Context: an optimization exercise on an open-source flow, tuned for small area. The choices shown serve that exercise and are no tape-out recipe.
No run shown here included a check of the RTL's function; only the layout flow was run.
Power and IR drop assume default switching activity.

==> config.mk <==
export PLATFORM = sky130hd
export DESIGN_NAME = tx_alc_guard
export DESIGN_NICKNAME = tx_alc_guard
export VERILOG_FILES = /design/flow/design.v
export SDC_FILE = /design/flow/constraint.sdc
export NUM_CORES = 4
export LEC_CHECK = 0
export CAP_MARGIN = 20
export CORE_MARGIN = 2
export CORE_UTILIZATION = 40
export SLEW_MARGIN = 20
==> constraint.sdc <==
create_clock -name core_clock -period 10.0 [get_ports {aclk}]
set_input_delay 2.0000 -clock core_clock [delete_from_list [all_inputs] [get_ports {aclk}]]
set_output_delay 2.0000 -clock core_clock [all_outputs]
set_load 0.01 [all_outputs]
==> design.v <==
`timescale 1ns / 1ps
package tag_pkg;
    localparam int TIME_BITS = 32;
    localparam int IN_BITS = 96;
    localparam int OUT_BITS = 32;
    localparam logic [2:0] TY_IGN  = 3'd0;   
    localparam logic [2:0] TY_ACK  = 3'd1;
    localparam logic [2:0] TY_AUD  = 3'd2;
    localparam logic [2:0] TY_TICK = 3'd3;   
    localparam logic [2:0] TY_MET  = 3'd4;   
    localparam logic [2:0] TY_BEG  = 3'd5;   
    localparam logic [2:0] TY_BAD  = 3'd6;   
    localparam logic [2:0] TY_FC   = 3'd7;   
    localparam int EV_BITS = 3 + 1 + 1 + 10 + TIME_BITS;
    function automatic logic ge_u32(input logic [31:0] a, input logic [31:0] b);
        logic c;
        c = 1'b1;
        for (int i = 0; i < 32; i++) c = (a[i] & ~b[i]) | (a[i] & c) | (~b[i] & c);
        ge_u32 = c;
    endfunction
    function automatic logic ge_u17(input logic [16:0] a, input logic [16:0] b);
        logic c;
        c = 1'b1;
        for (int i = 0; i < 17; i++) c = (a[i] & ~b[i]) | (a[i] & c) | (~b[i] & c);
        ge_u17 = c;
    endfunction
    function automatic logic ge_u16(input logic [15:0] a, input logic [15:0] b);
        logic c;
        c = 1'b1;
        for (int i = 0; i < 16; i++) c = (a[i] & ~b[i]) | (a[i] & c) | (~b[i] & c);
        ge_u16 = c;
    endfunction
    function automatic logic ge_u10(input logic [9:0] a, input logic [9:0] b);
        logic c;
        c = 1'b1;
        for (int i = 0; i < 10; i++) c = (a[i] & ~b[i]) | (a[i] & c) | (~b[i] & c);
        ge_u10 = c;
    endfunction
    function automatic logic [32:0] sub_u32(input logic [31:0] a, input logic [31:0] b);
        logic c;
        logic [31:0] d;
        c = 1'b1;
        for (int i = 0; i < 32; i++) begin
            d[i] = a[i] ^ ~b[i] ^ c;
            c = (a[i] & ~b[i]) | ((a[i] ^ ~b[i]) & c);
        end
        sub_u32 = {c, d};
    endfunction
    function automatic logic [31:0] add_u32(input logic [31:0] a, input logic [31:0] b);
        logic c;
        logic [31:0] s;
        c = 1'b0;
        for (int i = 0; i < 32; i++) begin
            s[i] = a[i] ^ b[i] ^ c;
            c = (a[i] & b[i]) | ((a[i] ^ b[i]) & c);
        end
        add_u32 = s;
    endfunction
endpackage
`timescale 1ns / 1ps
module tag_front (
    input  logic                          aclk,
    input  logic                          aresetn,
    input  logic                          s_tvalid,
    output logic                          s_tready,
    input  logic [tag_pkg::IN_BITS-1:0]   s_tdata,
    output logic                          q_valid,
    input  logic                          q_ready,
    output logic [tag_pkg::EV_BITS-1:0]   q_event
);
    logic [tag_pkg::EV_BITS-1:0] mem_reg [2];
    logic [tag_pkg::EV_BITS-1:0] ev;
    logic       rd_ptr_reg;
    logic [1:0] cnt_reg;
    logic       push, pop, wr_ptr;
    logic [2:0] ty;
    logic       f, c, fc, x;
    always_comb begin
        f  = s_tdata[52];
        c  = s_tdata[53];
        fc = f | c;
        case (s_tdata[2:0])
            3'd0: ty = (|s_tdata[50:35]) ? tag_pkg::TY_BEG : tag_pkg::TY_IGN;
            3'd1: ty = tag_pkg::TY_ACK;
            3'd2: ty = tag_pkg::TY_AUD;
            3'd3: ty = fc ? tag_pkg::TY_FC : tag_pkg::TY_TICK;
            3'd4: ty = !s_tdata[54] ? tag_pkg::TY_BAD : (fc ? tag_pkg::TY_FC : tag_pkg::TY_MET);
            default: ty = tag_pkg::TY_IGN;
        endcase
        x = (s_tdata[2:0] == 3'd0) ? s_tdata[51] : (fc ? f : |s_tdata[84:75]);
        ev = {ty, x, |s_tdata[74:65], s_tdata[64:55], s_tdata[34:3]};
    end
    assign s_tready = !cnt_reg[1];
    assign q_valid  = cnt_reg[1] | cnt_reg[0];
    assign q_event  = mem_reg[rd_ptr_reg];
    assign push     = s_tvalid && s_tready;
    assign pop      = q_valid && q_ready;
    assign wr_ptr   = rd_ptr_reg ^ cnt_reg[0];
    always_ff @(posedge aclk) begin
        if (!aresetn) begin
            rd_ptr_reg <= 1'b0;
            cnt_reg    <= 2'd0;
        end else begin
            if (pop) rd_ptr_reg <= ~rd_ptr_reg;
            cnt_reg <= cnt_reg + {1'b0, push} - {1'b0, pop};
        end
    end
    always_ff @(posedge aclk) begin
        if (push) mem_reg[wr_ptr] <= ev;
    end
endmodule
`timescale 1ns / 1ps
module tag_back (
    input  logic                          aclk,
    input  logic                          aresetn,
    input  logic                          cfg_we,
    input  logic [2:0]                    cfg_addr,
    input  logic [15:0]                   cfg_wdata,
    input  logic                          q_valid,
    output logic                          q_ready,
    input  logic [tag_pkg::EV_BITS-1:0]   q_event,
    output logic                          m_tvalid,
    input  logic                          m_tready,
    output logic [tag_pkg::OUT_BITS-1:0]  m_tdata
);
    logic [15:0] min_gain_reg, cal_gain_reg, max_gain_reg, tmo_reg;
    logic [9:0]  reduce_reg, stop_reg;
    logic [15:0] wd0, wd1;
    logic [5:0]  cfg_en;
    assign wd0 = cfg_wdata & {16{aresetn}};
    assign wd1 = cfg_wdata | {16{!aresetn}};
    always_comb
        for (int k = 0; k < 6; k++)
            cfg_en[k] = !aresetn || (cfg_we && cfg_addr == 3'(k));
    always_ff @(posedge aclk) begin
        if (cfg_en[0]) min_gain_reg <= (wd1 & 16'h0010) | (wd0 & ~16'h0010);
        if (cfg_en[1]) cal_gain_reg <= (wd1 & 16'h0400) | (wd0 & ~16'h0400);
        if (cfg_en[2]) max_gain_reg <= (wd1 & 16'h8000) | (wd0 & ~16'h8000);
        if (cfg_en[3]) reduce_reg   <= (wd1[9:0] & 10'h005) | (wd0[9:0] & ~10'h005);
        if (cfg_en[4]) stop_reg     <= (wd1[9:0] & 10'h00a) | (wd0[9:0] & ~10'h00a);
        if (cfg_en[5]) tmo_reg      <= (wd1 & 16'h03e8) | (wd0 & ~16'h03e8);
    end
    logic        act_reg, latch_reg, cal_reg, ov_reg;
    logic [15:0] gain_reg;
    logic        aud_reg, red_reg, stab_reg;
    logic [1:0]  hc_reg;      
    logic [31:0] start_t, adj_t, mtime_t, last_t, stab_t, hs_t, lh_t, red_t;
    logic        res_acc;
    logic [1:0]  res_oc;
    logic [3:0]  res_code;
    logic [2:0]  ty;
    logic        x, comp;
    logic [9:0]  alc;
    logic [31:0] now;
    assign {ty, x, comp, alc, now} = q_event;
    logic take;
    assign q_ready = !ov_reg || m_tready;
    assign take = q_valid && q_ready;
    logic [32:0] n200, n400, n501, n600, n1200, n1500, n15000, dm;
    assign n200   = tag_pkg::sub_u32(now, 32'd200);
    assign n400   = tag_pkg::sub_u32(now, 32'd400);
    assign n501   = tag_pkg::sub_u32(now, 32'd501);
    assign n600   = tag_pkg::sub_u32(now, 32'd600);
    assign n1200  = tag_pkg::sub_u32(now, 32'd1200);
    assign n1500  = tag_pkg::sub_u32(now, 32'd1500);
    assign n15000 = tag_pkg::sub_u32(now, 32'd15000);
    assign dm     = tag_pkg::sub_u32(now, mtime_t);
    logic a_hs1500, a_st15000, a_last1500, a_adj600, a_last501, a_stab1200, a_lh200;
    logic a_red400, a_hs600, meter_to;
    assign a_hs1500   = n1500[32]  && tag_pkg::ge_u32(n1500[31:0], hs_t);
    assign a_st15000  = n15000[32] && tag_pkg::ge_u32(n15000[31:0], start_t);
    assign a_last1500 = n1500[32]  && tag_pkg::ge_u32(n1500[31:0], last_t);
    assign a_adj600   = n600[32]   && tag_pkg::ge_u32(n600[31:0], adj_t);
    assign a_last501  = n501[32]   && tag_pkg::ge_u32(n501[31:0], last_t);
    assign a_stab1200 = n1200[32]  && tag_pkg::ge_u32(n1200[31:0], stab_t);
    assign a_lh200    = n200[32]   && tag_pkg::ge_u32(n200[31:0], lh_t);
    assign a_red400   = n400[32]   && tag_pkg::ge_u32(n400[31:0], red_t);
    assign a_hs600    = n600[32]   && tag_pkg::ge_u32(n600[31:0], hs_t);
    assign meter_to   = !dm[32] || (|dm[31:16]) || tag_pkg::ge_u16(dm[15:0], tmo_reg);
    logic [31:0] g, x5, x45, x181, p;
    assign g    = {16'd0, gain_reg};
    assign x5   = tag_pkg::add_u32(g, g << 2);
    assign x45  = tag_pkg::add_u32(x5, x5 << 3);
    assign x181 = tag_pkg::add_u32(x45 << 2, g);
    assign p    = tag_pkg::add_u32(x181 << 8, x5);
    logic lt_gmax, le_gmin, gt_maxmin, lt_up, gt_dn;
    assign lt_gmax   = !tag_pkg::ge_u16(gain_reg, max_gain_reg);
    assign le_gmin   = tag_pkg::ge_u16(min_gain_reg, gain_reg);
    assign gt_maxmin = !tag_pkg::ge_u16(min_gain_reg, max_gain_reg);
    assign lt_up     = !tag_pkg::ge_u17(p[31:15], {1'b0, max_gain_reg});
    assign gt_dn     = !tag_pkg::ge_u16(min_gain_reg, p[31:16]);
    logic is_met, is_beg, is_aud;
    logic [3:0] tcode;
    logic tt, stop_c, low_c, alc3, nready, quiet, red_hold;
    logic [1:0] hc_inc;
    logic lh_up;
    logic beg_ok, mpath, up, down, trip11, trip12, calib, trip;
    logic [3:0] code;
    always_comb begin
        is_met = (ty == tag_pkg::TY_MET);
        is_beg = (ty == tag_pkg::TY_BEG);
        is_aud = (ty == tag_pkg::TY_AUD);
        if (meter_to) tcode = 4'd3;
        else if (hc_reg == 2'd3 && a_hs1500) tcode = 4'd4;
        else if (cal_reg && a_st15000) tcode = 4'd5;
        else if (a_last1500) tcode = 4'd6;
        else tcode = 4'd0;
        tt = (tcode != 4'd0);
        stop_c = tag_pkg::ge_u10(alc, stop_reg);
        low_c  = !tag_pkg::ge_u10(alc, reduce_reg);
        alc3   = (alc >= 10'd3);
        nready = cal_reg && !(aud_reg && a_adj600);
        quiet  = !aud_reg || a_last501;       
        red_hold = red_reg && !a_red400;
        lh_up  = (hc_reg == 2'd0) || a_lh200;
        hc_inc = (hc_reg == 2'd3) ? 2'd3 : hc_reg + 2'd1;
        beg_ok = is_beg && !act_reg && !latch_reg;
        mpath  = act_reg && is_met && !tt && !(cal_reg && x) && !comp && !stop_c && !nready;
        up     = mpath && low_c && cal_reg && !quiet && !alc3;
        down   = mpath && !low_c && !red_hold && !le_gmin;
        calib  = mpath && low_c && cal_reg && !quiet && alc3 && stab_reg && a_stab1200;
        trip11 = up && !lt_gmax;
        trip12 = mpath && !low_c && !red_hold && le_gmin &&
                 (lh_up ? hc_inc : hc_reg) == 2'd3 && a_hs600;
        trip = 1'b0;
        code = 4'd0;
        if (act_reg) begin
            unique case (ty)
                tag_pkg::TY_TICK: begin trip = tt; code = tcode; end
                tag_pkg::TY_FC:   begin trip = 1'b1; code = x ? 4'd1 : 4'd2; end
                tag_pkg::TY_BAD:  begin trip = 1'b1; code = 4'd7; end
                tag_pkg::TY_MET: begin
                    trip = 1'b1;
                    if (tt) code = tcode;
                    else if (cal_reg && x) code = 4'd8;
                    else if (comp) code = 4'd9;
                    else if (stop_c) code = 4'd10;
                    else if (trip11) code = 4'd11;
                    else if (trip12) code = 4'd12;
                    else trip = 1'b0;
                end
                default: ;
            endcase
        end
    end
    logic sel_cal, sel_min, sel_max, sel_up, sel_dn, gain_en;
    logic [15:0] gain_d;
    always_comb begin
        sel_cal = beg_ok && x;
        sel_min = (beg_ok && !x && (lt_gmax ? le_gmin : !gt_maxmin)) || (down && !gt_dn);
        sel_max = (beg_ok && !x && !lt_gmax && gt_maxmin) || (up && lt_gmax && !lt_up);
        sel_up  = up && lt_gmax && lt_up;
        sel_dn  = down && gt_dn;
        gain_en = !aresetn || (take && (sel_cal || sel_min || sel_max || sel_up || sel_dn));
        gain_d  = ({16{aresetn && sel_cal}} & cal_gain_reg) |
                  ({16{aresetn && sel_min}} & min_gain_reg) |
                  ({16{aresetn && sel_max}} & max_gain_reg) |
                  ({16{aresetn && sel_up}}  & p[30:15]) |
                  ({16{aresetn && sel_dn}}  & p[31:16]);
    end
    always_ff @(posedge aclk) begin
        if (gain_en) gain_reg <= gain_d;
    end
    always_ff @(posedge aclk) begin
        if (!aresetn) begin
            act_reg <= 1'b0; latch_reg <= 1'b0; cal_reg <= 1'b0; ov_reg <= 1'b0;
        end else begin
            if (take) begin
                if (beg_ok) begin
                    act_reg <= 1'b1; cal_reg <= x;
                end else if (trip) begin
                    act_reg <= 1'b0; cal_reg <= 1'b0; latch_reg <= 1'b1;
                end
                if (ty == tag_pkg::TY_ACK && !act_reg) latch_reg <= 1'b0;
            end
            if (take) ov_reg <= 1'b1;
            else if (m_tready) ov_reg <= 1'b0;
        end
    end
    always_ff @(posedge aclk) begin
        if (take) begin
            if (is_beg && !act_reg) begin
                start_t <= now; mtime_t <= now; last_t <= now; adj_t <= now;
                aud_reg <= 1'b0; red_reg <= 1'b0; stab_reg <= 1'b0; hc_reg <= 2'd0;
            end
            if (is_aud) begin
                last_t <= now; aud_reg <= 1'b1;
                if (!aud_reg) adj_t <= now;
            end
            if (ty == tag_pkg::TY_MET) begin
                mtime_t <= now;
                if (nready) begin
                    hc_reg <= 2'd0; stab_reg <= 1'b0;
                end else if (low_c) begin
                    hc_reg <= 2'd0;
                    if (cal_reg) begin
                        if (quiet) stab_reg <= 1'b0;
                        else if (alc3) begin
                            if (!stab_reg) begin stab_reg <= 1'b1; stab_t <= now; end
                        end else begin
                            stab_reg <= 1'b0; adj_t <= now;
                        end
                    end
                end else begin
                    stab_reg <= 1'b0;
                    if (hc_reg == 2'd0) hs_t <= now;
                    if (lh_up) begin hc_reg <= hc_inc; lh_t <= now; end
                    if (!red_hold && !le_gmin) begin
                        adj_t <= now; red_reg <= 1'b1; red_t <= now;
                        if (cal_reg) hc_reg <= 2'd0;
                    end
                end
            end
        end
    end
    always_ff @(posedge aclk) begin
        if (take) begin
            res_acc  <= beg_ok;
            res_code <= code;
            res_oc   <= trip ? 2'd1 : (down ? 2'd2 : (calib ? 2'd3 : 2'd0));
        end
    end
    assign m_tvalid = ov_reg;
    assign m_tdata = {5'd0, res_oc == 2'd1, cal_reg, latch_reg, act_reg, gain_reg, res_code,
        res_oc, res_acc};
endmodule
`timescale 1ns / 1ps
module tx_alc_guard (
    input  logic        aclk,
    input  logic        aresetn,
    input  logic        s_tvalid,
    output logic        s_tready,
    input  logic [95:0] s_tdata,
    output logic        m_tvalid,
    input  logic        m_tready,
    output logic [31:0] m_tdata,
    input  logic        cfg_we,
    input  logic [2:0]  cfg_addr,
    input  logic [15:0] cfg_wdata
);
    logic                        q_valid, q_ready;
    logic [tag_pkg::EV_BITS-1:0] q_event;
    tag_front u_front (
        .aclk(aclk), .aresetn(aresetn), .s_tvalid(s_tvalid), .s_tready(s_tready),
        .s_tdata(s_tdata), .q_valid(q_valid), .q_ready(q_ready), .q_event(q_event)
    );
    tag_back u_back (
        .aclk(aclk), .aresetn(aresetn), .cfg_we(cfg_we), .cfg_addr(cfg_addr),
        .cfg_wdata(cfg_wdata), .q_valid(q_valid), .q_ready(q_ready),
        .q_event(q_event), .m_tvalid(m_tvalid), .m_tready(m_tready), .m_tdata(m_tdata)
    );
endmodule
==> run.sh <==
#!/bin/bash
# synth_recipe.tcl (not shown) runs the flow's synth.tcl, then flattens the netlist and writes it again
# the make line also repeats each setting of config.mk as NAME=value (left out here)
make -C /OpenROAD-flow-scripts/flow DESIGN_CONFIG=/design/flow/config.mk WORK_HOME=/design/flow/orfs CLKGATE_MAP_FILE= SYNTH_SCRIPT=/design/flow/synth_recipe.tcl finish
==> impl_metrics.yaml, run 1 <==
sta:
  fin_ws_ns: -1.65
  fin_crit_sh: 1.17
  grt_setup_unrepaired: "yes"
  holdWs_ns: 0.553
  tns_ns: -61.23
  hold_viol: 0
  slew_viol_final: 0
  fmax_mhz: 85.8
  finalClockSkew_ns: 0.0148
  period_needed_ns: 11.65
  setup_violations: 41
  worst_slew_pin_slew_ns: 1.08
  maxSlewHeadroom: 0.278
floorplan:
  rows: 97
  io_pins: 154
  die_area_sq_um: 72800
  die_x_um: 270
  start_util: 0.404
  core_area_sq_um: 70000
  fp.dieH_um: 270
clock_tree:
  numClockSinks: 470
  insertion_delay_ns: 0.60
  htreeDepth: 2
  cts_tree: "built"
  clk_pin_slew_ns: 0.06
  root_buffer: "clkbuf_16"
  cts.path.max_buffers: 3
  numCtsBuffers: 53
placement:
  place_congestion: 0.923
  hpwl_um: 60600
  post-place-ws_ns: -1.73
  placed_area_sq_um: 31900
  place.port_buffers: 137
logic_synthesis:
  synth-edff-count: 462
  yosysMostFrequentCell: "edfxtp_1"
  syn_area_sq_um: 28300
  yosysUniqueCellTypes: 103
  synth_ff_type: "edfxtp_1"
  synth_cells: 2324
  yosysTopAreaCell: "edfxtp_1"
  yosys-top-cells-area: "edfxtp_1 (49%), ha_1 (10%), fa_1 (5.4%)"
  async_flop_share: 0
  synth_area_per_cell_sq_um: 12.2
  yosysWarnings: 2
  yosysSeqAreaShare: 0.497
  synth_top_area_frac: 0.491
  synth_commonest_cells: "edfxtp_1 (462), ha_1 (229), inv_1 (220)"
  ys_ff_latch: 470
power:
  power.density_nw_per_um2: 344
  power_leakage_uw: 0.0128
  p_total_uw: 11700
  peakVddDrop_mv: 0.397
grt:
  grt_overflow_total: 0
  grt_pass1_vias: 20900
  gr-usage-all-layers: 0.218
  grt_pass1_wl_um: 124000
  antenna_found_initial: 1
  grt_max_degree: 48
worst_setup_path:
  critical_path_required_ns: 10.49
  cp-end-kind: "flip-flop"
  startpoint_type: "flip-flop"
  r2r_end: "u_back.act_reg"
  endpoint: "u_back.act_reg"
  r2r_slack_ns: -1.65
  path_class: "flip-flop to flip-flop"
  cp.arrival_ns: 12.14
  cp_slowest_cell: "fa_1"
  critPathMaxStageDelay_ns: 0.49
  cp_max_fo: 4
  worst_path_most_repeated_cell: "fa_2"
  rr_worst_depth: 48
detailed_routing:
  dr_total_vias: 20800
  wl_per_cell_um: 22.3
  drtIter0Drc: 1812
  ant_nets: 0
  vias_per_cell: 5.77
  wirelength_um: 80400
  dr.pass1.iters: 6
  route.detailed.drc: 0
layout:
  stdcell_area_sq_um: 34000
  largest_register_ff_count: 94
  drive_above_1_share: 0.164
  antenna_cells: 0
  num-nets-final: 3043
  syn2layout_area_growth_pct: 20.3
run_status:
  status: "complete, but fails checks"
  so_faults: "setup timing"
worst_hold_path:
  hold_class: "flip-flop to flip-flop"
flow_run:
  drv_cap: 0
[cells in the final DEF, fill, tap and decap left out, types with 14 or more instances in the layout]
cell type,synthesis,routed
nor2_1,129,124
a221oi_1,23,16
a31oi_1,29,29
edfxtp_1,462,462
a22oi_1,53,53
mux2_2,66,66
buf_4,11,116
a21oi_1,77,68
clkdlybuf4s50_1,0,136
o211ai_1,26,26
mux2i_1,16,16
nand3_1,51,48
a22o_1,18,18
inv_1,220,215
a211oi_1,31,28
ha_1,229,226
nor3_1,41,36
o22ai_1,77,74
o21ai_0,75,69
clkbuf_16,0,56
nand2_1,118,115
and2_1,33,32
a222oi_1,19,19
fa_2,0,38
o221ai_1,21,19
fa_1,76,38
nor2b_1,27,27
o2111ai_1,24,23
nand2b_1,54,53
clkinv_1,0,14
maj3_1,54,53
nor4_1,18,16
[per-layer routing]
metal	wire [um]	global-route usage
met5	0	0
met1	36100	0.304
met4	1850	0.0539
met2	38400	0.362
met3	4010	0.0252
[critical path: cells and delay by family, from the launching register on]
| kind | cells | cell delay (ns) |
|---|---|---|
| AOI/OAI and AO/OA | 3 | 0.65 |
| adders and majority gates | 32 | 8.93 |
| buffers and inverters | 5 | 0.52 |
| DFF | 1 | 0.37 |
| muxes | 1 | 0.20 |
| and+or+nand+nor | 7 | 0.85 |
[layout make-up]
class / count / area, sq um
fill: 6273 / 36000
sequential: 470 / 14000
multi-input combinational: 1599 / 13700
timing repair buffer: 272 / 2530
clock buffer: 60 / 1400
tap: 940 / 1180
inverter: 222 / 836
clock inverter: 36 / 295
[stage by stage]
step,std cells,util
finish,3599,0.485
global route,3599,0.485
CTS,3595,0.482
detailed placement,3495,0.455
global placement,3495,0.455
floorplan,2328,-
[repair_timing]
action                                  CTS  global route
hold buffers                              0             0
gates cloned                              2             0
resized for setup                        30            40
buffers inserted                          4             4
pin swaps                                25            23
endpoints found under the setup margin   41           169
[where the power goes]
| group | internal [uW] | switching, uW |
|---|---|---|
| logic | 2860 | 3960 |
| clock network | 1100 | 806 |
| registers | 2740 | 235 |
| total | 6700 | 5000 |
[logic make-up (layout without fill, tap and decap cells)]
kind of cell	count (synthesis)	in the layout	synth area share
simple gates	548	548	0.100
compound gates	589	590	0.151
buf+inv	260	590	0.0386
mux	88	88	0.0362
other cells	1	5	0.000133
flops	470	470	0.497
xor+xnor	6	6	0.00186
fa+ha+maj	362	362	0.176
[how the worst min path moves through the flow]
stage | startpoint | endpoint | slack, ns | cells past startpoint
floorplan | u_front.cnt_reg[0] | u_back.ov_reg | 0.49 | 2
global placement | u_front.cnt_reg[0] | u_back.ov_reg | 0.51 | 2
detailed placement | u_front.cnt_reg[0] | u_back.ov_reg | 0.54 | 2
CTS | u_back.latch_reg | u_back.latch_reg | 0.55 | 2
global route | u_front.cnt_reg[0] | u_back.ov_reg | 0.58 | 2
finish | u_front.cnt_reg[0] | u_back.ov_reg | 0.55 | 2
==> inputs of run 2 (changes only) <==
--- a/design.v
+++ b/design.v
@@ -58,2 +58,38 @@
     endfunction
+    function automatic logic [9:0] add_u9(input logic [8:0] a, input logic [8:0] b,
+                                          input logic cin);
+        logic c;
+        logic [8:0] s;
+        c = cin;
+        for (int i = 0; i < 9; i++) begin
+            s[i] = a[i] ^ b[i] ^ c;
+            c = (a[i] & b[i]) | ((a[i] ^ b[i]) & c);
+        end
+        add_u9 = {c, s};
+    endfunction
+    function automatic logic carry_u15(input logic [14:0] a, input logic [14:0] b);
+        logic c;
+        c = 1'b0;
+        for (int i = 0; i < 15; i++) c = (a[i] & b[i]) | (a[i] & c) | (b[i] & c);
+        carry_u15 = c;
+    endfunction
+    function automatic logic [63:0] csa(input logic [31:0] a, input logic [31:0] b,
+                                        input logic [31:0] c);
+        csa = {a ^ b ^ c, ((a & b) | (a & c) | (b & c)) << 1};
+    endfunction
+    function automatic logic [32:0] add_la(input logic [31:0] a, input logic [31:0] b,
+                                           input logic cin);
+        logic c, c1;
+        logic [31:0] s, g, p;
+        g = a & b;
+        p = a ^ b;
+        c = cin;
+        for (int i = 0; i < 32; i += 2) begin
+            c1 = g[i] | (p[i] & c);
+            s[i] = p[i] ^ c;
+            s[i+1] = p[i+1] ^ c1;
+            c = g[i+1] | (p[i+1] & g[i]) | (p[i+1] & p[i] & c);
+        end
+        add_la = {c, s};
+    endfunction
 endpackage
@@ -159,10 +195,10 @@
     logic [32:0] n200, n400, n501, n600, n1200, n1500, n15000, dm;
-    assign n200   = tag_pkg::sub_u32(now, 32'd200);
-    assign n400   = tag_pkg::sub_u32(now, 32'd400);
-    assign n501   = tag_pkg::sub_u32(now, 32'd501);
-    assign n600   = tag_pkg::sub_u32(now, 32'd600);
-    assign n1200  = tag_pkg::sub_u32(now, 32'd1200);
-    assign n1500  = tag_pkg::sub_u32(now, 32'd1500);
-    assign n15000 = tag_pkg::sub_u32(now, 32'd15000);
-    assign dm     = tag_pkg::sub_u32(now, mtime_t);
+    assign n200   = tag_pkg::add_la(now, ~32'd200, 1'b1);
+    assign n400   = tag_pkg::add_la(now, ~32'd400, 1'b1);
+    assign n501   = tag_pkg::add_la(now, ~32'd501, 1'b1);
+    assign n600   = tag_pkg::add_la(now, ~32'd600, 1'b1);
+    assign n1200  = tag_pkg::add_la(now, ~32'd1200, 1'b1);
+    assign n1500  = tag_pkg::add_la(now, ~32'd1500, 1'b1);
+    assign n15000 = tag_pkg::add_la(now, ~32'd15000, 1'b1);
+    assign dm     = tag_pkg::add_la(now, ~mtime_t, 1'b1);
     logic a_hs1500, a_st15000, a_last1500, a_adj600, a_last501, a_stab1200, a_lh200;
@@ -179,8 +215,14 @@
     assign meter_to   = !dm[32] || (|dm[31:16]) || tag_pkg::ge_u16(dm[15:0], tmo_reg);
-    logic [31:0] g, x5, x45, x181, p;
-    assign g    = {16'd0, gain_reg};
-    assign x5   = tag_pkg::add_u32(g, g << 2);
-    assign x45  = tag_pkg::add_u32(x5, x5 << 3);
-    assign x181 = tag_pkg::add_u32(x45 << 2, g);
-    assign p    = tag_pkg::add_u32(x181 << 8, x5);
+    logic [31:0] g, s1, c1, s2, c2, s3, c3, s4, c4, s5, c5, p;
+    logic        c15;
+    assign g = {16'd0, gain_reg};
+    assign {s1, c1} = tag_pkg::csa(g, g << 2, g << 8);
+    assign {s2, c2} = tag_pkg::csa(g << 10, g << 12, g << 13);
+    assign {s3, c3} = tag_pkg::csa(s1, c1, s2);
+    assign {s4, c4} = tag_pkg::csa(s3, c3, c2);
+    assign {s5, c5} = tag_pkg::csa(s4, c4, g << 15);
+    assign c15 = tag_pkg::carry_u15(s5[14:0], c5[14:0]);
+    logic [32:0] p_sum;
+    assign p_sum = tag_pkg::add_la({15'd0, s5[31:15]}, {15'd0, c5[31:15]}, c15);
+    assign p = {p_sum[16:0], 15'd0};
     logic lt_gmax, le_gmin, gt_maxmin, lt_up, gt_dn;
==> run 2 against run 1 <==
Sequential power grew 2%. The run now finishes clean. Sequential share of layout area shrank 1.3 points. Die area grew 8.0%. Critical path type unchanged. Wire length grew 6.5%. Global-route usage shrank 0.082 points. Clock power grew 7%. Hold slack lost 0.0032 ns. First-iteration DRC count grew 3.9%.
==> impl_metrics.yaml, run 2 <==
power:
  power_switching_uw: 5230
  combPwrFrac: 0.568
  clkPwrFrac: 0.174
  power_leakage_uw: 0.0131
  p_sw_frac: 0.445
  power.density_nw_per_um2: 335
  internal-power_uw: 6520
  peakVddDrop_mv: 0.227
  power.share.sequential: 0.258
sta:
  fin_ws_ns: 1.27
  fin_crit_sh: 0.873
  tns_ns: 0
  setup_violations: 0
  slew_viol_final: 0
  period_needed_ns: 8.73
  finalClockSkew_ns: 0.0368
  worst_slew_pin_slew_ns: 1.16
  maxSlewHeadroom: 0.228
  fmax_mhz: 115
  grt_setup_unrepaired: "no"
  holdWs_ns: 0.550
  hold_viol: 0
clock_tree:
  insertion_delay_ns: 0.63
  cts_setup_buffers: 0
  numCtsBuffers: 53
  numClockSinks: 470
  root_buffer: "clkbuf_16"
  cts_resized: 0
  htreeDepth: 2
  clk_pin_slew_ns: 0.06
  cts.path.max_buffers: 3
  cts_hold_buffers: 0
  cts_tree: "built"
layout:
  final-seq-area_sq_um: 14000
  finalNonFillerCells: 3933
  stdcell_area_sq_um: 35100
  n_fill_cell: 6844
  antenna_cells: 0
  num-nets-final: 3303
  drive_above_1_share: 0.0809
  syn2layout_area_growth_pct: 14.8
  final_common_cell: "edfxtp_1"
  layout_common_cells: "edfxtp_1 (462), inv_1 (232), nor2_1 (198)"
  largest_register_ff_count: 94
  multiInputGateArea_sq_um: 15300
logic_synthesis:
  yosys-top-cells-area: "edfxtp_1 (45%), ha_1 (7.9%), fa_1 (5.2%)"
  ys_ff_latch: 470
  synth_area_per_cell_sq_um: 11.3
  yosysSeqAreaShare: 0.459
  synth-edff-count: 462
  yosysTopAreaCell: "edfxtp_1"
  syn_area_sq_um: 30600
  yosysUniqueCellTypes: 114
  async_flop_share: 0
  synth_cells: 2716
  synth_top_area_frac: 0.454
  synth_ff_type: "edfxtp_1"
  yosysWarnings: 2
  yosysMostFrequentCell: "edfxtp_1"
  synth_commonest_cells: "edfxtp_1 (462), inv_1 (232), nor2_1 (200)"
floorplan:
  die_x_um: 280
  fp.dieH_um: 280
  die_area_sq_um: 78600
  io_pins: 154
  rows: 101
  core_area_sq_um: 75800
  start_util: 0.403
flow_run:
  drv_cap: 0
placement:
  hpwl_um: 64200
  place_congestion: 0.904
  placed_area_sq_um: 33200
  placedCellCount: 3833
  post-place-ws_ns: 1.24
  place.port_buffers: 137
detailed_routing:
  dr.pass1.iters: 5
  route.detailed.drc: 0
  wirelength_um: 85600
  drtIter0Drc: 1882
  dr_total_vias: 23000
  vias_per_cell: 5.85
  ant_nets: 0
  wl_per_cell_um: 21.8
worst_setup_path:
  cp_slowest_cell: "edfxtp_1"
  path_class: "flip-flop to flip-flop"
  r2r-start: "u_back.gain_reg[6]"
  cp_max_fo: 16
  rr_worst_depth: 30
  critPathMaxStageDelay_ns: 0.74
  cp-end-kind: "flip-flop"
  r2r_end: "u_back.gain_reg[15]"
  r2r_slack_ns: 1.27
  startpoint_type: "flip-flop"
  critical_path_required_ns: 10.35
  cp.arrival_ns: 9.08
grt:
  gr-usage-all-layers: 0.217
  grt_max_degree: 50
  grt_pass1_wl_um: 133000
  grt_pass1_vias: 23700
  grt_overflow_total: 0
  antenna_found_initial: 0
worst_hold_path:
  hold_class: "flip-flop to flip-flop"
  holdPathStages: 2
  hp-start: "u_back.cal_gain_reg[11]"
  hold_end: "u_back.gain_reg[11]"
run_status:
  status: "no timing/DRC/antenna violations"
run 2: cell count changes in the layout (fill, tap and decap cells not counted), moves of 41 or more:
cell and change:
xnor2_1 +73, xor2_1 +48, nor2_1 +74, a21oi_1 +63, buf_4 -67, mux2_2 -48
nand2_1 +63, fa_1 +41
run 2: power groups by stage:
stage	Clock, uW	Sequential (uW)	Combinational [uW]
2_1_floorplan	0	2980	4730
3_3_place_gp	0	3050	6490
3_5_place_dp	0	3070	6630
4_1_cts	2090	3030	6680
5_1_grt	2170	3080	7460
6_report	2050	3030	6670
run 2: worst max-delay path by stage:
stage / startpoint / to / cells past startpoint
detailed placement: u_back.gain_reg[6] / u_back.gain_reg[15] / 30
global placement: u_back.gain_reg[6] / u_back.gain_reg[15] / 30
finish: u_back.gain_reg[6] / u_back.gain_reg[15] / 30
global route: u_back.gain_reg[6] / u_back.gain_reg[15] / 31
CTS: u_back.gain_reg[6] / u_back.gain_reg[15] / 30
floorplan: flip-flop / u_back.stab_t[0] / 22
run 2: area by class of cell:
cell class / instances / share of cell area
well taps: 978 / 0.0349
flip-flops and latches: 470 / 0.400
clock buffers: 62 / 0.0405
inverters: 240 / 0.0257
repair buffers: 186 / 0.0496
multi-input cells: 1959 / 0.437
clock inverters: 38 / 0.0120
run 2: cells by family (layout without fill, tap and decap cells):
logic type      after synthesis  count (layout)  share of synthesized area
simple gates                699             699                      0.112
compound gates              684             684                      0.157
flops                       470             470                      0.459
fa+ha+maj                   349             349                      0.156
buf+inv                     291             526                     0.0416
xor+xnor                    131             131                     0.0385
mux                          90              90                     0.0354
other cells                   2               6                   0.000246
run 2: worst max-delay path, delay by kind of cell, from the launching register on:
| family | cells | cell delay, ns |
|---|---|---|
| buffers and inverters | 5 | 0.62 |
| AO/OA/AOI/OAI | 11 | 2.17 |
| flip-flops | 1 | 0.74 |
| adder cells (fa/ha/maj) | 9 | 4.00 |
| AND/OR/NAND/NOR | 5 | 0.92 |
run 2: metrics by stage:
| stage | total power, uW | utilization |
|---|---|---|
| after floorplan | 7710 | - |
| after global placement | 9540 | 0.439 |
| after detailed placement | 9700 | 0.439 |
| after CTS | 11800 | 0.463 |
| after global routing | 12700 | 0.463 |
| final | 11800 | 0.463 |
run 2: routing by layer:
metal | GRT usage | vias to the layer above | routed length [um]
met3 | 0.0339 | 136 | 5480
met2 | 0.365 | 804 | 40800
li1 | - | 10700 | -
met1 | 0.289 | 11400 | 37100
met4 | 0.0628 | 0 | 2220
met5 | 0 | - | 0
==> inputs of run 3 (changes only) <==
--- a/design.v
+++ b/design.v
@@ -106,7 +106,6 @@
 );
-    logic [tag_pkg::EV_BITS-1:0] mem_reg [2];
+    logic [tag_pkg::EV_BITS-1:0] head_reg, tail_reg;
     logic [tag_pkg::EV_BITS-1:0] ev;
-    logic       rd_ptr_reg;
     logic [1:0] cnt_reg;
-    logic       push, pop, wr_ptr;
+    logic       push, pop;
     logic [2:0] ty;
@@ -130,17 +129,13 @@
     assign q_valid  = cnt_reg[1] | cnt_reg[0];
-    assign q_event  = mem_reg[rd_ptr_reg];
+    assign q_event  = head_reg;
     assign push     = s_tvalid && s_tready;
     assign pop      = q_valid && q_ready;
-    assign wr_ptr   = rd_ptr_reg ^ cnt_reg[0];
     always_ff @(posedge aclk) begin
-        if (!aresetn) begin
-            rd_ptr_reg <= 1'b0;
-            cnt_reg    <= 2'd0;
-        end else begin
-            if (pop) rd_ptr_reg <= ~rd_ptr_reg;
-            cnt_reg <= cnt_reg + {1'b0, push} - {1'b0, pop};
-        end
+        if (!aresetn) cnt_reg <= 2'd0;
+        else cnt_reg <= cnt_reg + {1'b0, push} - {1'b0, pop};
     end
     always_ff @(posedge aclk) begin
-        if (push) mem_reg[wr_ptr] <= ev;
+        if (cnt_reg[1] ? pop : (push && (!cnt_reg[0] || pop)))
+            head_reg <= cnt_reg[1] ? tail_reg : ev;
+        if (push && cnt_reg[0] && !pop) tail_reg <= ev;
     end
@@ -194,3 +189,3 @@
     assign take = q_valid && q_ready;
-    logic [32:0] n200, n400, n501, n600, n1200, n1500, n15000, dm;
+    logic [32:0] n200, n400, n501, n600, n1200, n1500, n15000;
     assign n200   = tag_pkg::add_la(now, ~32'd200, 1'b1);
@@ -202,3 +197,15 @@
     assign n15000 = tag_pkg::add_la(now, ~32'd15000, 1'b1);
-    assign dm     = tag_pkg::add_la(now, ~mtime_t, 1'b1);
+    logic [32:0] dl_sum;
+    logic [15:0] dl, hx, hmask;
+    logic        bl, he0, he1;
+    assign dl_sum = tag_pkg::add_la({16'd0, now[15:0]}, {16'd0, ~mtime_t[15:0]}, 1'b1);
+    assign dl = dl_sum[15:0];
+    assign bl = !dl_sum[16];
+    assign hx = now[31:16] ^ mtime_t[31:16];
+    always_comb begin
+        hmask[0] = 1'b1;
+        for (int i = 1; i < 16; i++) hmask[i] = hmask[i-1] & mtime_t[16+i-1];
+    end
+    assign he0 = (hx == 16'd0);
+    assign he1 = (hx == hmask) && !(hmask[15] && mtime_t[31]);
     logic a_hs1500, a_st15000, a_last1500, a_adj600, a_last501, a_stab1200, a_lh200;
@@ -214,14 +221,13 @@
     assign a_hs600    = n600[32]   && tag_pkg::ge_u32(n600[31:0], hs_t);
-    assign meter_to   = !dm[32] || (|dm[31:16]) || tag_pkg::ge_u16(dm[15:0], tmo_reg);
-    logic [31:0] g, s1, c1, s2, c2, s3, c3, s4, c4, s5, c5, p;
+    assign meter_to   = !(bl ? he1 : he0) || tag_pkg::ge_u16(dl, tmo_reg);
+    logic [31:0] g, x5, s1, c1, s2, c2, p;
+    logic [32:0] x5_sum, p_sum;
     logic        c15;
     assign g = {16'd0, gain_reg};
-    assign {s1, c1} = tag_pkg::csa(g, g << 2, g << 8);
-    assign {s2, c2} = tag_pkg::csa(g << 10, g << 12, g << 13);
-    assign {s3, c3} = tag_pkg::csa(s1, c1, s2);
-    assign {s4, c4} = tag_pkg::csa(s3, c3, c2);
-    assign {s5, c5} = tag_pkg::csa(s4, c4, g << 15);
-    assign c15 = tag_pkg::carry_u15(s5[14:0], c5[14:0]);
-    logic [32:0] p_sum;
-    assign p_sum = tag_pkg::add_la({15'd0, s5[31:15]}, {15'd0, c5[31:15]}, c15);
+    assign x5_sum = tag_pkg::add_la(g, g << 2, 1'b0);
+    assign x5 = x5_sum[31:0];
+    assign {s1, c1} = tag_pkg::csa(x5, x5 << 10, x5 << 13);
+    assign {s2, c2} = tag_pkg::csa(s1, c1, g << 8);
+    assign c15 = tag_pkg::carry_u15(s2[14:0], c2[14:0]);
+    assign p_sum = tag_pkg::add_la({15'd0, s2[31:15]}, {15'd0, c2[31:15]}, c15);
     assign p = {p_sum[16:0], 15'd0};
==> run 3 against run 2 <==
Still clean. Final cell count down 0.69%. Register-to-register slack lost 0.69 ns. Die area decreased by 2.6%. First-iteration DRC count grew 16%. Synthesized area is 2.6% lower. Flip-flop and latch count shrank 2. Sequential share of layout area is 0.82 points higher. Critical endpoint is now u_back.gain_reg[2]. Highest routed layer unchanged.
==> impl_metrics.yaml, run 3 <==
placement:
  placedCellCount: 3809
  place.port_buffers: 137
  hpwl_um: 64700
  place_congestion: 0.908
  post-place-ws_ns: 0.544
logic_synthesis:
  synth_area_per_cell_sq_um: 10.9
  yosysMostFrequentCell: "edfxtp_1"
  synth_ff_type: "edfxtp_1"
  yosysTopAreaCell: "edfxtp_1"
  synth-edff-count: 462
  async_flop_share: 0
  synth_top_area_frac: 0.466
  yosysUniqueCellTypes: 100
  synth_commonest_cells: "edfxtp_1 (462), inv_1 (188), nor2_1 (186)"
  syn_area_sq_um: 29800
  yosysSeqAreaShare: 0.470
  yosysWarnings: 2
  ys_ff_latch: 468
  yosys-top-cells-area: "edfxtp_1 (47%), ha_1 (7.4%), xnor2_1 (3.2%)"
  synth_cells: 2720
power:
  power.density_nw_per_um2: 313
  power_leakage_uw: 0.0125
  peakVddDrop_mv: 0.291
sta:
  fin_ws_ns: 0.584
  finalClockSkew_ns: 0.0323
  period_needed_ns: 9.42
  worst_slew_pin_slew_ns: 1.08
  maxSlewHeadroom: 0.280
  fin_crit_sh: 0.942
  setup_violations: 0
  slew_viol_final: 0
  tns_ns: 0
  hold_viol: 0
  grt_setup_unrepaired: "no"
  fmax_mhz: 106
clock_tree:
  insertion_delay_ns: 0.62
  cts_setup_buffers: 0
  cts_tree: "built"
  cts_hold_buffers: 0
  root_buffer: "clkbuf_16"
  cts.path.max_buffers: 3
  htreeDepth: 2
  numClockSinks: 468
  numCtsBuffers: 54
  clk_pin_slew_ns: 0.06
detailed_routing:
  ant_nets: 0
  drtIter0Drc: 2186
  dr_total_vias: 23100
  wirelength_um: 87500
  wl_per_cell_um: 22.4
  route.detailed.drc: 0
  dr.pass1.iters: 6
  vias_per_cell: 5.91
worst_setup_path:
  cp.arrival_ns: 9.74
  critPathMaxStageDelay_ns: 0.74
  cp_max_fo: 7
  startpoint_type: "flip-flop"
  worst_path_most_repeated_cell: "a21o_1"
  critical_path_required_ns: 10.32
  path_class: "flip-flop to flip-flop"
  cp_slowest_cell: "fa_1"
  cp-end-kind: "flip-flop"
grt:
  gr-usage-all-layers: 0.223
  grt_max_degree: 48
  grt_pass1_wl_um: 134000
  grt_overflow_total: 0
  antenna_found_initial: 0
  grt_pass1_vias: 22700
layout:
  antenna_cells: 0
  num-nets-final: 3233
  drive_above_1_share: 0.0950
  final_common_cell: "edfxtp_1"
  finalNonFillerCells: 3906
  syn2layout_area_growth_pct: 15.2
  n_fill_cell: 6809
  fin_util: 0.463
  layout_common_cells: "edfxtp_1 (462), inv_1 (187), nor2_1 (183), nand2_1 (183), ha_1 (175)"
floorplan:
  start_util: 0.402
  fp.dieH_um: 277
  die_area_sq_um: 76600
  io_pins: 154
  die_x_um: 277
  core_area_sq_um: 74100
  rows: 100
flow_run:
  drv_cap: 0
run_status:
  status: "no timing/DRC/antenna violations"
worst_hold_path:
  hold_class: "flip-flop to flip-flop"
[run 3: cell count changes in the layout (fill, tap and decap cells not counted), moves of 19 or more]
| cell | change |
|---|---|
| mux2i_1 | -24 |
| a22oi_1 | +28 |
| o21ai_0 | +22 |
| a21oi_1 | -22 |
| fa_1 | -38 |
| ha_1 | -19 |
| inv_1 | -45 |
| xnor2_1 | +32 |
| o22ai_1 | +37 |
| mux2_1 | -28 |
| mux2_2 | +42 |
[run 3: report_power, final]
group / switching, uW / total (uW) / leakage, uW / internal (uW)
Combinational: 3510 / 5750 / 0.00728 / 2240
Sequential: 317 / 3000 / 0.00437 / 2690
Clock: 824 / 1970 / 0.000853 / 1140
[run 3: routing by layer]
metal	vias up	share of wire	track usage
li1	10800	-	-
met1	11400	0.46	0.318
met2	800	0.45	0.356
met3	115	0.070	0.0341
met4	0	0.024	0.0585
met5	-	0	0
[run 3: per-stage QoR]
stage          area [sq um]  total power (uW)  hold WS (ns)
6_report              34300             10700         0.522
5_1_grt               34300             11500         0.551
4_1_cts               34200             10700         0.516
3_5_place_dp          32500              8690         0.502
3_3_place_gp          32500              8550         0.498
2_1_floorplan         29800              6810         0.463
[run 3: layout make-up]
type	instances	area (sq um)	share of cell area
clock buffer	60	1370	0.0401
multi-input combinational	1980	14700	0.429
inverter	190	713	0.0208
timing repair buffer	203	1910	0.0556
sequential	468	14000	0.408
clock inverter	36	363	0.0106
tap	969	1210	0.0354
[run 3: worst paths after layout]
kind,start,endpoint,slack (ns),cells past startpoint
max,u_back.gain_reg[0],u_back.gain_reg[2],0.58,31
min,u_back.latch_reg,u_back.latch_reg,0.52,2
max reg2reg,u_back.gain_reg[0],u_back.gain_reg[2],0.58,31
min reg2reg,u_back.latch_reg,u_back.latch_reg,0.52,2
[run 3: cell families (layout without fill, tap and decap cells)]
family | count (synthesis) | after routing | share of synthesized area
AND/OR/NAND/NOR | 728 | 728 | 0.123
other | 2 | 7 | 0.000252
adder cells (fa/ha/maj) | 277 | 277 | 0.122
buffers and inverters | 277 | 489 | 0.0391
flip-flops | 468 | 468 | 0.470
XOR/XNOR | 142 | 142 | 0.0418
AO/OA/AOI/OAI | 760 | 760 | 0.179
multiplexers | 66 | 66 | 0.0247
[run 3: repair_timing]
action | 4_1_cts | 5_1_grt
setup endpoints to repair | 0 | 12
hold endpoints to repair | 0 | 0
gates resized for setup | 0 | 2
[run 3: critical path: cells and delay by family, from the launching register on]
| family | cells | cell delay [ns] |
|---|---|---|
| adders and majority gates | 7 | 2.82 |
| and+or+nand+nor | 3 | 0.24 |
| xor gates and xnor gates | 1 | 0.34 |
| DFF | 1 | 0.38 |
| muxes | 1 | 0.10 |
| AOI/OAI and AO/OA | 19 | 5.28 |
==> inputs of run 4 (changes only) <==
--- a/config.mk
+++ b/config.mk
@@ -10,2 +10,5 @@
 export CORE_UTILIZATION = 40
+export CTS_BUF_LIST = sky130_fd_sc_hd__clkbuf_8
+export CTS_CLUSTER_DIAMETER = 60
+export CTS_CLUSTER_SIZE = 18
 export SLEW_MARGIN = 20
==> run 4 against run 3 <==
Hold slack better by 0.0057 ns. Sequential share of layout area is 0.86 points higher. Final cell count is 0.44% lower. First-iteration DRC count is 2.8% lower. Worst setup slack better by 0.069 ns. Core utilization is 0.96 points lower. Flip-flop and latch count stayed put. Non-clock buffer count stayed put. Total power is 5.8% lower.
==> impl_metrics.yaml, run 4 <==
logic_synthesis:
  synth_ff_type: "edfxtp_1"
  synth_top_area_frac: 0.466
  async_flop_share: 0
  syn_area_sq_um: 29800
  ys_ff_latch: 468
  synth_cells: 2720
  synth-edff-count: 462
  yosysTopAreaCell: "edfxtp_1"
  yosysWarnings: 2
  yosysSeqAreaShare: 0.470
  yosys-top-cells-area: "edfxtp_1 (47%), ha_1 (7.4%), xnor2_1 (3.2%)"
  yosysMostFrequentCell: "edfxtp_1"
  synth_commonest_cells: "edfxtp_1 (462), inv_1 (188), nor2_1 (186)"
  synth_area_per_cell_sq_um: 10.9
  yosysUniqueCellTypes: 100
clock_tree:
  cts.path.max_buffers: 3
  cts_resized: 0
  insertion_delay_ns: 0.69
  numClockSinks: 468
  numCtsBuffers: 45
  clk_pin_slew_ns: 0.11
  cts_hold_buffers: 0
  root_buffer: "clkbuf_8"
  htreeDepth: 2
  cts_setup_buffers: 0
  cts_tree: "built"
worst_setup_path:
  cp.arrival_ns: 9.74
  rr_worst_depth: 31
  critPathMaxStageDelay_ns: 0.73
  cp-end-kind: "flip-flop"
  cp_max_fo: 7
  startpoint_type: "flip-flop"
  cp_slowest_cell: "fa_1"
  crit_path_start: "u_back.gain_reg[0]"
  path_class: "flip-flop to flip-flop"
  r2r_end: "u_back.gain_reg[2]"
  r2r_slack_ns: 0.65
  r2r-start: "u_back.gain_reg[0]"
  critical_path_required_ns: 10.39
  endpoint: "u_back.gain_reg[2]"
  worst_path_most_repeated_cell: "a21o_1"
placement:
  place.port_buffers: 137
  place_congestion: 0.908
  hpwl_um: 64700
  placed_area_sq_um: 32500
layout:
  stdcell_area_sq_um: 33600
  multiInputGateArea_sq_um: 14700
  fin_util: 0.453
  layout_common_cells: "edfxtp_1 (462), inv_1 (190), nor2_1 (183), nand2_1 (183), ha_1 (175)"
  syn2layout_area_growth_pct: 12.8
  drive_above_1_share: 0.0929
  n_fill_cell: 6890
  num-nets-final: 3224
  final_common_cell: "edfxtp_1"
  final-seq-area_sq_um: 14000
detailed_routing:
  drtIter0Drc: 2124
  wirelength_um: 86900
  dr.pass1.iters: 6
  wl_per_cell_um: 22.3
  route.detailed.drc: 0
  dr_total_vias: 23000
  vias_per_cell: 5.92
  ant_nets: 0
power:
  clkPwrFrac: 0.134
  power.density_nw_per_um2: 301
  power.share.sequential: 0.297
  power_switching_uw: 4570
  combPwrFrac: 0.569
  peakVddDrop_mv: 0.294
  internal-power_uw: 5520
  power_leakage_uw: 0.0122
  p_sw_frac: 0.453
sta:
  tns_ns: 0
  finalClockSkew_ns: 0.0511
  fin_crit_sh: 0.935
  slew_viol_final: 0
  setup_violations: 0
  maxSlewHeadroom: 0.272
  worst_slew_pin_slew_ns: 1.09
  fmax_mhz: 107
  grt_setup_unrepaired: "no"
  period_needed_ns: 9.35
  hold_viol: 0
grt:
  grt_overflow_total: 0
  antenna_found_initial: 1
  grt_pass1_vias: 22500
  grt_max_degree: 48
  grt_pass1_wl_um: 133000
  gr-usage-all-layers: 0.222
worst_hold_path:
  hold_class: "flip-flop to flip-flop"
floorplan:
  fp.dieH_um: 277
  die_area_sq_um: 76600
  rows: 100
  io_pins: 154
  core_area_sq_um: 74100
  die_x_um: 277
  start_util: 0.402
flow_run:
  drv_cap: 0
run_status:
  status: "no timing/DRC/antenna violations"
==> run 4: cells by family (layout without fill, tap and decap cells) <==
group	Yosys count	after routing	share of synthesized area
compound gates	760	760	0.179
xor+xnor	142	142	0.0418
fa+ha+maj	277	277	0.122
buf+inv	277	470	0.0391
flops	468	468	0.470
mux	66	66	0.0247
other cells	2	9	0.000252
simple gates	728	728	0.123
==> run 4: layer usage <==
layer	global-route usage	up-vias	routed length (um)
li1	-	10700	-
met1	0.317	11400	39900
met2	0.356	820	39300
met3	0.0319	117	5870
met4	0.0537	0	1800
met5	0	-	0
==> run 4: layout make-up <==
cell class / instances / area share
well taps: 969 / 0.0361
repair buffers: 203 / 0.0568
multi-input cells: 1980 / 0.439
diodes: 2 / 0.000149
inverters: 190 / 0.0212
clock buffers: 47 / 0.0193
clock inverters: 30 / 0.0110
flip-flops and latches: 468 / 0.417
==> run 4: worst min path at each step <==
| stage | start | endpoint | slack [ns] | depth (start not counted) |
|---|---|---|---|---|
| finish | u_back.latch_reg | u_back.latch_reg | 0.53 | 2 |
| CTS | u_back.latch_reg | u_back.latch_reg | 0.52 | 2 |
| global route | u_back.latch_reg | u_back.latch_reg | 0.56 | 2 |
| detailed placement | u_back.latch_reg | u_back.latch_reg | 0.50 | 2 |
| global placement | u_back.latch_reg | u_back.latch_reg | 0.50 | 2 |
| floorplan | u_back.latch_reg | u_back.latch_reg | 0.46 | 2 |
==> run 4: worst max-delay path, delay by kind of cell, from the launching register on <==
family / cells / cell delay [ns]
multiplexers: 1 / 0.10
AO/OA/AOI/OAI: 20 / 5.30
AND/OR/NAND/NOR: 3 / 0.24
flip-flops: 1 / 0.40
adder cells (fa/ha/maj): 7 / 3.03
==> run 4: metrics by stage <==
stage / hold slack, ns / instances / power [uW] / worst slack (ns)
6_report: 0.527 / 3889 / 10100 / 0.653
5_1_grt: 0.557 / 3889 / 10800 / 0.0676
4_1_cts: 0.522 / 3886 / 10100 / 0.453
3_5_place_dp: 0.502 / 3809 / 8690 / 0.544
3_3_place_gp: 0.498 / 3808 / 8550 / 0.552
2_1_floorplan: 0.463 / 2725 / 6810 / 1.30
==> run 4: power by group through the flow <==
stage	Clock (uW)	Combinational (uW)	Sequential, uW
after floorplan	0	3840	2970
after global placement	0	5540	3020
after detailed placement	0	5650	3030
after CTS	1390	5690	2990
after global routing	1460	6330	3040
final	1360	5740	3000
==> inputs of run 5 (changes only) <==
--- a/config.mk
+++ b/config.mk
@@ -10,5 +10,5 @@
 export CORE_UTILIZATION = 40
-export CTS_BUF_LIST = sky130_fd_sc_hd__clkbuf_8
-export CTS_CLUSTER_DIAMETER = 60
-export CTS_CLUSTER_SIZE = 18
+export CTS_BUF_LIST = sky130_fd_sc_hd__clkbuf_16
+export CTS_CLUSTER_DIAMETER = 100
+export CTS_CLUSTER_SIZE = 30
 export SLEW_MARGIN = 20
==> run 5 against run 4 <==
Global-route usage decreased by 0.18 points. Highest routed layer unchanged. Still clean. Fmax decreased by 0.15%. Synthesized area unchanged.
==> impl_metrics.yaml, run 5 <==
logic_synthesis:
  synth-edff-count: 462
  yosysTopAreaCell: "edfxtp_1"
  synth_commonest_cells: "edfxtp_1 (462), inv_1 (188), nor2_1 (186)"
  synth_cells: 2720
  yosys-top-cells-area: "edfxtp_1 (47%), ha_1 (7.4%), xnor2_1 (3.2%)"
  ys_ff_latch: 468
  yosysUniqueCellTypes: 100
  synth_area_per_cell_sq_um: 10.9
  yosysWarnings: 2
  async_flop_share: 0
  syn_area_sq_um: 29800
  yosysSeqAreaShare: 0.470
  synth_top_area_frac: 0.466
  synth_ff_type: "edfxtp_1"
  yosysMostFrequentCell: "edfxtp_1"
detailed_routing:
  ant_nets: 0
  route.detailed.drc: 0
  wl_met1_um: 40200
  dr_total_vias: 23000
  wl_met2_um: 39200
  route.met3.wl_um: 5770
  drtIter0Drc: 2249
  dr.pass1.iters: 6
  wl_per_cell_um: 22.5
  vias_per_cell: 5.97
  wirelength_um: 86600
  dr.max_layer_used: "met4"
clock_tree:
  clk_pin_slew_ns: 0.11
  root_buffer: "clkbuf_16"
  insertion_delay_ns: 0.62
  htreeDepth: 1
  numClockSinks: 468
  cts.path.max_buffers: 3
  cts_tree: "built"
  cts_hold_buffers: 0
  numCtsBuffers: 25
layout:
  antenna_cells: 0
  finalNonFillerCells: 3855
  final_common_cell: "edfxtp_1"
  n_fill_cell: 6899
  drive_above_1_share: 0.0835
  final-seq-area_sq_um: 14000
  num-nets-final: 3204
  syn2layout_area_growth_pct: 12.3
  multiInputGateArea_sq_um: 14700
  layout_common_cells: "edfxtp_1 (462), inv_1 (190), nor2_1 (183), nand2_1 (183), ha_1 (175)"
sta:
  fmax_mhz: 107
  fin_crit_sh: 0.936
  worst_slew_pin_slew_ns: 1.08
  finalClockSkew_ns: 0.0547
  hold_viol: 0
  slew_viol_final: 0
  setup_violations: 0
  maxSlewHeadroom: 0.275
  period_needed_ns: 9.36
  tns_ns: 0
  grt_setup_unrepaired: "no"
worst_setup_path:
  cp.arrival_ns: 9.65
  crit_path_start: "u_back.gain_reg[0]"
  startpoint_type: "flip-flop"
  cp-end-kind: "flip-flop"
  worst_path_most_repeated_cell: "a21o_1"
  cp_max_fo: 11
  critical_path_required_ns: 10.29
  path_class: "flip-flop to flip-flop"
  cp_slowest_cell: "fa_1"
  critPathMaxStageDelay_ns: 0.74
  r2r-start: "u_back.gain_reg[0]"
grt:
  grt_pass1_wl_um: 133000
  gr-usage-all-layers: 0.220
  grt_overflow_total: 0
  grt_max_degree: 48
  antenna_found_initial: 0
  grt_pass1_vias: 22300
worst_hold_path:
  hold_class: "flip-flop to flip-flop"
  hp-start: "u_back.latch_reg"
floorplan:
  rows: 100
  fp.dieH_um: 277
  core_area_sq_um: 74100
  io_pins: 154
  die_area_sq_um: 76600
  die_x_um: 277
  start_util: 0.402
power:
  peakVddDrop_mv: 0.288
  power.density_nw_per_um2: 299
  power_leakage_uw: 0.0121
placement:
  place_congestion: 0.908
  placedCellCount: 3809
  hpwl_um: 64700
  place.port_buffers: 137
run_status:
  status: "no timing/DRC/antenna violations"
flow_run:
  drv_cap: 0
[run 5: cell counts after synthesis]
Identical to the previous run, type by type.
[run 5: area by class of cell]
cell class / count / area share
Inverter: 190 / 0.0213
Clock inverter: 20 / 0.00752
Tap cell: 969 / 0.0363
Timing Repair Buffer: 203 / 0.0570
Clock buffer: 25 / 0.0187
Multi-Input combinational cell: 1980 / 0.440
Sequential cell: 468 / 0.419
[run 5: layer usage]
metal | track usage | up-vias
met5 | 0 | -
met4 | 0.0454 | 0
met3 | 0.0262 | 80
met2 | 0.355 | 837
met1 | 0.319 | 11400
li1 | - | 10700
[run 5: through the flow]
stage	hold WS, ns	total power (uW)	cell area, sq um	setup slack [ns]	utilization
3_3_place_gp	0.498	8550	32500	0.552	0.438
2_1_floorplan	0.463	6810	29800	1.30	-
6_report	0.528	10000	33400	0.639	0.451
5_1_grt	0.557	10700	33400	0.0661	0.451
4_1_cts	0.522	9970	33400	0.455	0.451
3_5_place_dp	0.502	8690	32500	0.544	0.439
[run 5: repair_timing]
action	in CTS	in global routing
gates resized for setup	0	3
endpoints found under the setup margin	0	12
setup buffers	0	0
[run 5: cell families after synthesis]
kind of cell | synth area share
compound gates | 0.179
buf+inv | 0.0391
flops | 0.470
other cells | 0.000252
mux | 0.0247
simple gates | 0.123
xor+xnor | 0.0418
fa+ha+maj | 0.122
[run 5: worst paths after layout]
path / cells past startpoint / slack, ns / end
worst max-delay path: 31 / 0.64 / u_back.gain_reg[7]
worst min-delay path: 2 / 0.53 / u_back.latch_reg
worst max register to register: 31 / 0.64 / u_back.gain_reg[7]
worst min register to register: 2 / 0.53 / u_back.latch_reg
[run 5: critical path, delay by kind of cell, from the launching register on]
kind	cells	cell delay, ns
compound gates	20	5.24
fa+ha+maj	7	3.05
flops	1	0.41
simple gates	4	0.36
[run 5: power by group]
part           switching (uW)  leakage (uW)  internal [uW]
Clock                     744      0.000429            506
Sequential                315       0.00437           2680
Combinational            3510       0.00728           2240
==> inputs of run 6 (changes only) <==
==> flow/run.sh (new file) <==
#!/bin/bash
set -euo pipefail
bash standard.sh \
  BUFFER_PORTS_ARGS="-buffer_cell sky130_fd_sc_hd__buf_1" \
  CTS_ARGS="-sink_clustering_enable -repair_clock_nets -dont_use_dummy_load -buf_list sky130_fd_sc_hd__clkbuf_16 -sink_clustering_size 30 -sink_clustering_max_diameter 100" \
  finish > flow.log 2>&1
==> standard.sh (new file) <==
#!/bin/bash
# synth_recipe.tcl (not shown) runs the flow's synth.tcl, then flattens the netlist and writes it again
# the make line also repeats each setting of config.mk as NAME=value (left out here)
make -C /OpenROAD-flow-scripts/flow DESIGN_CONFIG=/design/flow/config.mk WORK_HOME=/design/flow/orfs CLKGATE_MAP_FILE= SYNTH_SCRIPT=/design/flow/synth_recipe.tcl "${@:-finish}"
--- a/config.mk
+++ b/config.mk
@@ -10,5 +10,2 @@
 export CORE_UTILIZATION = 40
-export CTS_BUF_LIST = sky130_fd_sc_hd__clkbuf_16
-export CTS_CLUSTER_DIAMETER = 100
-export CTS_CLUSTER_SIZE = 30
 export SLEW_MARGIN = 20
removed: run.sh
==> run 6 against run 5 <==
Clock skew is 0.031 ns higher. First-iteration DRC count is 2.0% higher. Global-route usage fell by 0.19 points. Core utilization fell by 1.5 points. Wire length shrank 0.94%. Critical path depth unchanged. Synthesized area did not move. Final cell count down 0.42%. Still clean on timing, DRC and antenna.
==> impl_metrics.yaml, run 6 <==
run_status:
  status: "no timing/DRC/antenna violations"
floorplan:
  die_area_sq_um: 76600
  io_pins: 154
  fp.dieH_um: 277
  die_x_um: 277
  core_area_sq_um: 74100
  rows: 100
  start_util: 0.402
detailed_routing:
  route.detailed.drc: 0
  ant_nets: 0
  dr.pass1.iters: 7
  drtIter0Drc: 2295
  dr_total_vias: 22800
  wirelength_um: 85800
  wl_per_cell_um: 22.4
  vias_per_cell: 5.94
clock_tree:
  numCtsBuffers: 24
  cts_hold_buffers: 0
  insertion_delay_ns: 0.62
  cts_setup_buffers: 0
  clk_pin_slew_ns: 0.09
  root_buffer: "clkbuf_16"
  numClockSinks: 468
  htreeDepth: 1
  cts.path.max_buffers: 3
  cts_tree: "built"
sta:
  finalClockSkew_ns: 0.0860
  slew_viol_final: 0
  fin_crit_sh: 0.947
  setup_violations: 0
  maxSlewHeadroom: 0.271
  grt_setup_unrepaired: "no"
  hold_viol: 0
  tns_ns: 0
  fmax_mhz: 106
  period_needed_ns: 9.47
  worst_slew_pin_slew_ns: 1.09
power:
  power_leakage_uw: 0.0116
  power.density_nw_per_um2: 301
  p_total_uw: 9730
  peakVddDrop_mv: 0.230
worst_setup_path:
  cp-end-kind: "flip-flop"
  critical_path_required_ns: 10.27
  cp_max_fo: 11
  cp_slowest_cell: "fa_1"
  startpoint_type: "flip-flop"
  cp.arrival_ns: 9.74
  critPathMaxStageDelay_ns: 0.70
  worst_path_most_repeated_cell: "a21o_1"
  path_class: "flip-flop to flip-flop"
grt:
  grt_max_degree: 48
  gr-usage-all-layers: 0.218
  grt_overflow_total: 0
  antenna_found_initial: 1
  grt_pass1_wl_um: 131000
  grt_pass1_vias: 22200
layout:
  drive_above_1_share: 0.0798
  final_common_cell: "edfxtp_1"
  n_fill_cell: 6959
  syn2layout_area_growth_pct: 8.62
  finalNonFillerCells: 3839
  layout_common_cells: "edfxtp_1 (462), inv_1 (187), nor2_1 (183), nand2_1 (183), ha_1 (175)"
  num-nets-final: 3207
  stdcell_area_sq_um: 32300
flow_run:
  drv_cap: 0
logic_synthesis:
  synth_area_per_cell_sq_um: 10.9
  syn_area_sq_um: 29800
  yosys-top-cells-area: "edfxtp_1 (47%), ha_1 (7.4%), xnor2_1 (3.2%)"
  yosysWarnings: 2
  yosysSeqAreaShare: 0.470
  synth-edff-count: 462
  synth_ff_type: "edfxtp_1"
  yosysMostFrequentCell: "edfxtp_1"
  synth_top_area_frac: 0.466
  async_flop_share: 0
  yosysUniqueCellTypes: 100
  yosysTopAreaCell: "edfxtp_1"
  ys_ff_latch: 468
  synth_commonest_cells: "edfxtp_1 (462), inv_1 (188), nor2_1 (186)"
  synth_cells: 2720
placement:
  placed_area_sq_um: 31700
  place.port_buffers: 137
  place_congestion: 0.919
  hpwl_um: 64600
  placedCellCount: 3812
worst_hold_path:
  hold_class: "flip-flop to flip-flop"
[run 6: cell counts after synthesis]
No cell type changed its count.
[run 6: repair_timing]
item	4_1_cts	5_1_grt
endpoints found under the setup margin	0	12
gates resized for setup	0	3
endpoints found under the hold margin	0	0
[run 6: cell type report]
| type | count | area (sq um) | share of cell area |
|---|---|---|---|
| inverter | 190 | 713 | 0.0221 |
| timing repair buffer | 207 | 1070 | 0.0332 |
| clock buffer | 24 | 601 | 0.0186 |
| sequential | 468 | 14000 | 0.433 |
| antenna | 1 | 2.50 | 0.0000774 |
| multi-input combinational | 1980 | 14700 | 0.456 |
| tap | 969 | 1210 | 0.0375 |
[run 6: report_power, final]
group,switching [uW],internal [uW]
registers,299,2680
logic,3520,2190
clock network,609,428
[run 6: final timing paths]
check / cells after the start / from / to / slack (ns)
setup reg to reg: 31 / u_back.gain_reg[0] / u_back.gain_reg[7] / 0.53
hold / removal: 1 / u_front.tail_reg[24] / u_front.head_reg[24] / 0.55
setup / recovery: 31 / u_back.gain_reg[0] / u_back.gain_reg[7] / 0.53
hold reg to reg: 1 / u_front.tail_reg[24] / u_front.head_reg[24] / 0.55
[run 6: per-layer routing]
| layer | GRT usage | share of wire |
|---|---|---|
| met4 | 0.0598 | 0.029 |
| met2 | 0.345 | 0.44 |
| met1 | 0.315 | 0.46 |
| met5 | 0 | 0 |
| met3 | 0.0276 | 0.066 |
[run 6: critical path: cells and delay by family (launching register included)]
family                   cells  cell delay (ns)
flip-flops                   1             0.40
adder cells (fa/ha/maj)      7             3.05
AND/OR/NAND/NOR              4             0.39
AO/OA/AOI/OAI               20             5.27
[run 6: cells by family (layout without fill, tap and decap cells)]
group | count (synthesis) | after routing | synth area share
AO/OA/AOI/OAI | 760 | 760 | 0.179
XOR/XNOR | 142 | 142 | 0.0418
adder cells (fa/ha/maj) | 277 | 277 | 0.122
buffers and inverters | 277 | 421 | 0.0391
flip-flops | 468 | 468 | 0.470
multiplexers | 66 | 66 | 0.0247
other | 2 | 8 | 0.000252
AND/OR/NAND/NOR | 728 | 728 | 0.123
[run 6: per-stage QoR]
stage          hold slack, ns  utilization  worst slack [ns]
2_1_floorplan           0.463            -              1.30
3_3_place_gp            0.495        0.427             0.544
3_5_place_dp            0.524        0.427             0.492
4_1_cts                 0.544        0.435             0.398
5_1_grt                 0.571        0.436            0.0269
6_report                0.552        0.436             0.534

## what the ideal ports hide
No port has a modelled driver above. Below, the same layouts with a new extraction and two added sets of constraints.
Step 1 sets driving cells, clkbuf_16 on the clock port and buf_2 on the other inputs (assumed; they add their load-dependent delay and slew).
Step 2 times the ports against the registers' clock, not the clock port: input delays grow and output delays shrink by t, the midpoint of the rising clock arrivals with the driver on.
Three values: ideal, step 1, step 2; two values: the first two.
| run | t, ns | setup WS [ns] | hold slack, ns | clock arrival spread, ns | worst slew at a driven data input, ns |
|---|---|---|---|---|---|
| run 1 | 0.653 | -1.651 / -1.651 / -1.651 | 0.553 / 0.553 / 0.553 | 0.016 / 0.015 | 0.08 |
| run 2 | 0.673 | 1.271 / 1.271 / 1.271 | 0.550 / 0.550 / 0.550 | 0.037 / 0.037 | 0.06 |
| run 3 | 0.671 | 0.584 / 0.584 / 0.584 | 0.522 / 0.522 / 0.522 | 0.032 / 0.033 | 0.06 |
| run 4 | 0.723 | 0.653 / 0.653 / 0.653 | 0.527 / 0.527 / 0.527 | 0.051 / 0.052 | 0.06 |
| run 5 | 0.659 | 0.639 / 0.639 / 0.639 | 0.528 / 0.528 / 0.528 | 0.056 / 0.056 | 0.06 |
| run 6 | 0.641 | 0.534 / 0.534 / 0.534 | 0.552 / 0.552 / 0.552 | 0.086 / 0.086 | 0.10 |
